From an optimization exercise on the open Yosys and OpenROAD flow, aimed at small area, a short achievable clock period and few clock cycles; shortcuts taken in it are not production practice. In this exercise RTL edits were held to simulation tests only and were not proved equivalent to the original. No activity file was given, so power comes from the tool's default toggle rates.

// buddy_block_allocator_unit
module buddy_block_allocator_unit (
    input  wire logic                      clk,
    input  wire logic                      rst_n,
    input  wire logic                      cfg_we,
    input  wire logic [31:0]               cfg_wdata,
    input  wire logic                      in_valid,
    output logic                           in_ready,
    input  wire logic                      cmd,
    input  wire logic [bba_pkg::REQ_W-1:0] req_size,
    input  wire logic [31:0]               free_addr,
    output logic                           out_valid,
    input  wire logic                      out_ready,
    output logic [1:0]                     status,
    output logic [31:0]                    result_addr
);
Size: roughly 630 flip-flops, roughly 0.042 mm² of cells after synthesis.
Settings: LEC_CHECK=0, CAP_MARGIN=20, CORE_MARGIN=2, CORE_UTILIZATION=52, CTS_BUF_LIST=sky130_fd_sc_hd__clkbuf_8, PLACE_DENSITY=0.7, SETUP_SLACK_MARGIN=4.4, SLEW_MARGIN=20; clock period 9.0 ns.
run.sh (not shown) runs the stock make flow with config.mk's settings and CLKGATE_MAP_FILE= SYNTH_SCRIPT=/design/flow/synth_recipe.tcl, a recipe that flattens the netlist after the stock synthesis.
The starting point went through all stages and came out clean.
Testbench counts at the start, summed over its fixed seeds: cycles 4,824.
Change:
- CAP_MARGIN: 20 -> 30
- CORE_UTILIZATION: 52 -> 45
- PLACE_DENSITY: 0.7 -> 0.62
- SETUP_SLACK_MARGIN: 4.4 -> 4.3
Outcome: The new run produced a clean layout. Routed wire length grows by 1.4%. Maximum frequency shrinks by 2.5%. Worst setup slack gets worse by 120 ps. Sequential cell count is unchanged. Utilization shrinks by 8.3 points. Count of clock-buffer cells in the layout grows by 1. Final area barely changes. Cell count grows by 2.9%.
Change:
- CAP_MARGIN: 30 -> 20
- CORE_UTILIZATION: 45 -> 35
- PLACE_DENSITY: 0.62 -> 0.5
- SETUP_SLACK_MARGIN: 4.3 -> 4
After rerunning: Routed wire length went up by 8.0%; via count went down by 1.4%; power went up by 2.3%; final area hardly moves; count of clock-buffer cells in the layout went up by 13.
Change:
- CORE_UTILIZATION: 35 -> 45
- PLACE_DENSITY: 0.5 -> 0.62
=>
- area after synthesis stays the same
- global-route usage climbs by 5.6 points
- sequential share of layout area climbs by 0.43 points
- total power shrinks by about 3%
- clock skew climbs by 13 ps
- wire length is lower by about 8%
- core utilization went up by 11 points
- cell count went down by about 5.4%
- final area falls by about 1.5%
- sequential power stays flat
Change:
- SETUP_SLACK_MARGIN: 4 -> 4.4
What happened: Setup slack gets better by 260 ps. Synthesized area does not change. Via count is higher by 1.2%. Power goes up by 0.44%. Register-to-register slack is better by 260 ps.

---

## the previous run
buddy_block_allocator_unit, a different RTL version from the one above (not shown whole).
Size: ~620 flip-flops.
export LEC_CHECK = 0
export CAP_MARGIN = 30
export CORE_MARGIN = 2
export CORE_UTILIZATION = 52
export CTS_BUF_LIST = sky130_fd_sc_hd__clkbuf_8
export PLACE_DENSITY = 0.7
export SETUP_SLACK_MARGIN = 4.4
export SLEW_MARGIN = 20
create_clock -name core_clock -period 9.0 [get_ports {clk}]
The previous run reached the end of the flow, and the finished layout is clean on the timing, design-rule and antenna checks.
Testbench counts of the previous run, summed over its fixed seeds: cycles 4,824.
[inputs] the current run vs the previous run
# the previous run
export LEC_CHECK = 0
export CAP_MARGIN = 30
export CORE_MARGIN = 2
export CORE_UTILIZATION = 52
export CTS_BUF_LIST = sky130_fd_sc_hd__clkbuf_8
export PLACE_DENSITY = 0.7
export SETUP_SLACK_MARGIN = 4.4
export SLEW_MARGIN = 20
create_clock -name core_clock -period 9.0 [get_ports {clk}]
# the current run
export LEC_CHECK = 0
export CAP_MARGIN = 30
export CORE_MARGIN = 2
export CORE_UTILIZATION = 45
export CTS_BUF_LIST = sky130_fd_sc_hd__clkbuf_8
export PLACE_DENSITY = 0.62
export SETUP_SLACK_MARGIN = 4.4
export SLEW_MARGIN = 20
create_clock -name core_clock -period 9.0 [get_ports {clk}]
Notes after the runs:
- From the previous run to the current run the numbers moved as follows: post-route setup TNS shows no meaningful change; number of buffer cells added on primary ports held; total power rose 1.4%.
- Summary of the current run over the previous run: via count barely changed, sequential-cell power consumption saw little to no change.
- The current run ends up with lower number of vias per cell than the previous run does.
- On the current run: post-layout utilization of the core is 6.7 points lower than what the previous run gave.
- On multi-input logic area: the current run sits above the previous run.
- On wire length on met2: the current run sits above the previous run.
- [the current run vs the previous run] global-route wire length before repair: higher in the current run

[afterwards: timing with drivers on the ports]
No port has a modelled driver above. Below, the same layouts with a new extraction and two added sets of constraints.
Step 1, drivers: a clkbuf_16 drives clk and a buf_2 each remaining input, both assumed.
Step 2 times the ports against the registers' clock, not the clock port: input delays grow and output delays shrink by t, the midpoint of the rising clock arrivals with the driver on.
Three values: ideal, step 1, step 2; two values: the first two.
| run | shift t [ns] | slack for setup (ns) | latest minus earliest clock arrival (ns) | worst register clock-pin slew, ns | worst slew at a driven data input, ns |
|---|---|---|---|---|---|
| the first run of note 1 | 0.839 | 4.332 / 4.332 / 3.555 | 0.046 / 0.045 | 0.07 / 0.07 | 0.07 |
| the second run of note 1 | 0.874 | 4.210 / 4.210 / 3.418 | 0.054 / 0.054 | 0.07 / 0.07 | 0.07 |
| the third run of note 1 | 0.916 | 4.014 / 4.014 / 3.460 | 0.048 / 0.048 | 0.07 / 0.07 | 0.07 |
| the fourth run of note 1 | 0.869 | 4.045 / 4.045 / 3.277 | 0.061 / 0.061 | 0.08 / 0.08 | 0.07 |
| the fifth run of note 1 | 0.880 | 4.307 / 4.314 / 3.465 | 0.058 / 0.058 | 0.07 / 0.07 | 0.07 |
| the previous run | 0.834 | 4.145 / 4.145 / 3.391 | 0.050 / 0.050 | 0.07 / 0.07 | 0.07 |
| the current run | 0.858 | 4.179 / 4.179 / 3.640 | 0.054 / 0.054 | 0.08 / 0.08 | 0.07 |
After both steps setup and hold are still met in every run listed. The setup slack of the fifth run of note 1, which loses most, moves by +0.007 ns with the drivers and by -0.842 ns with both steps.
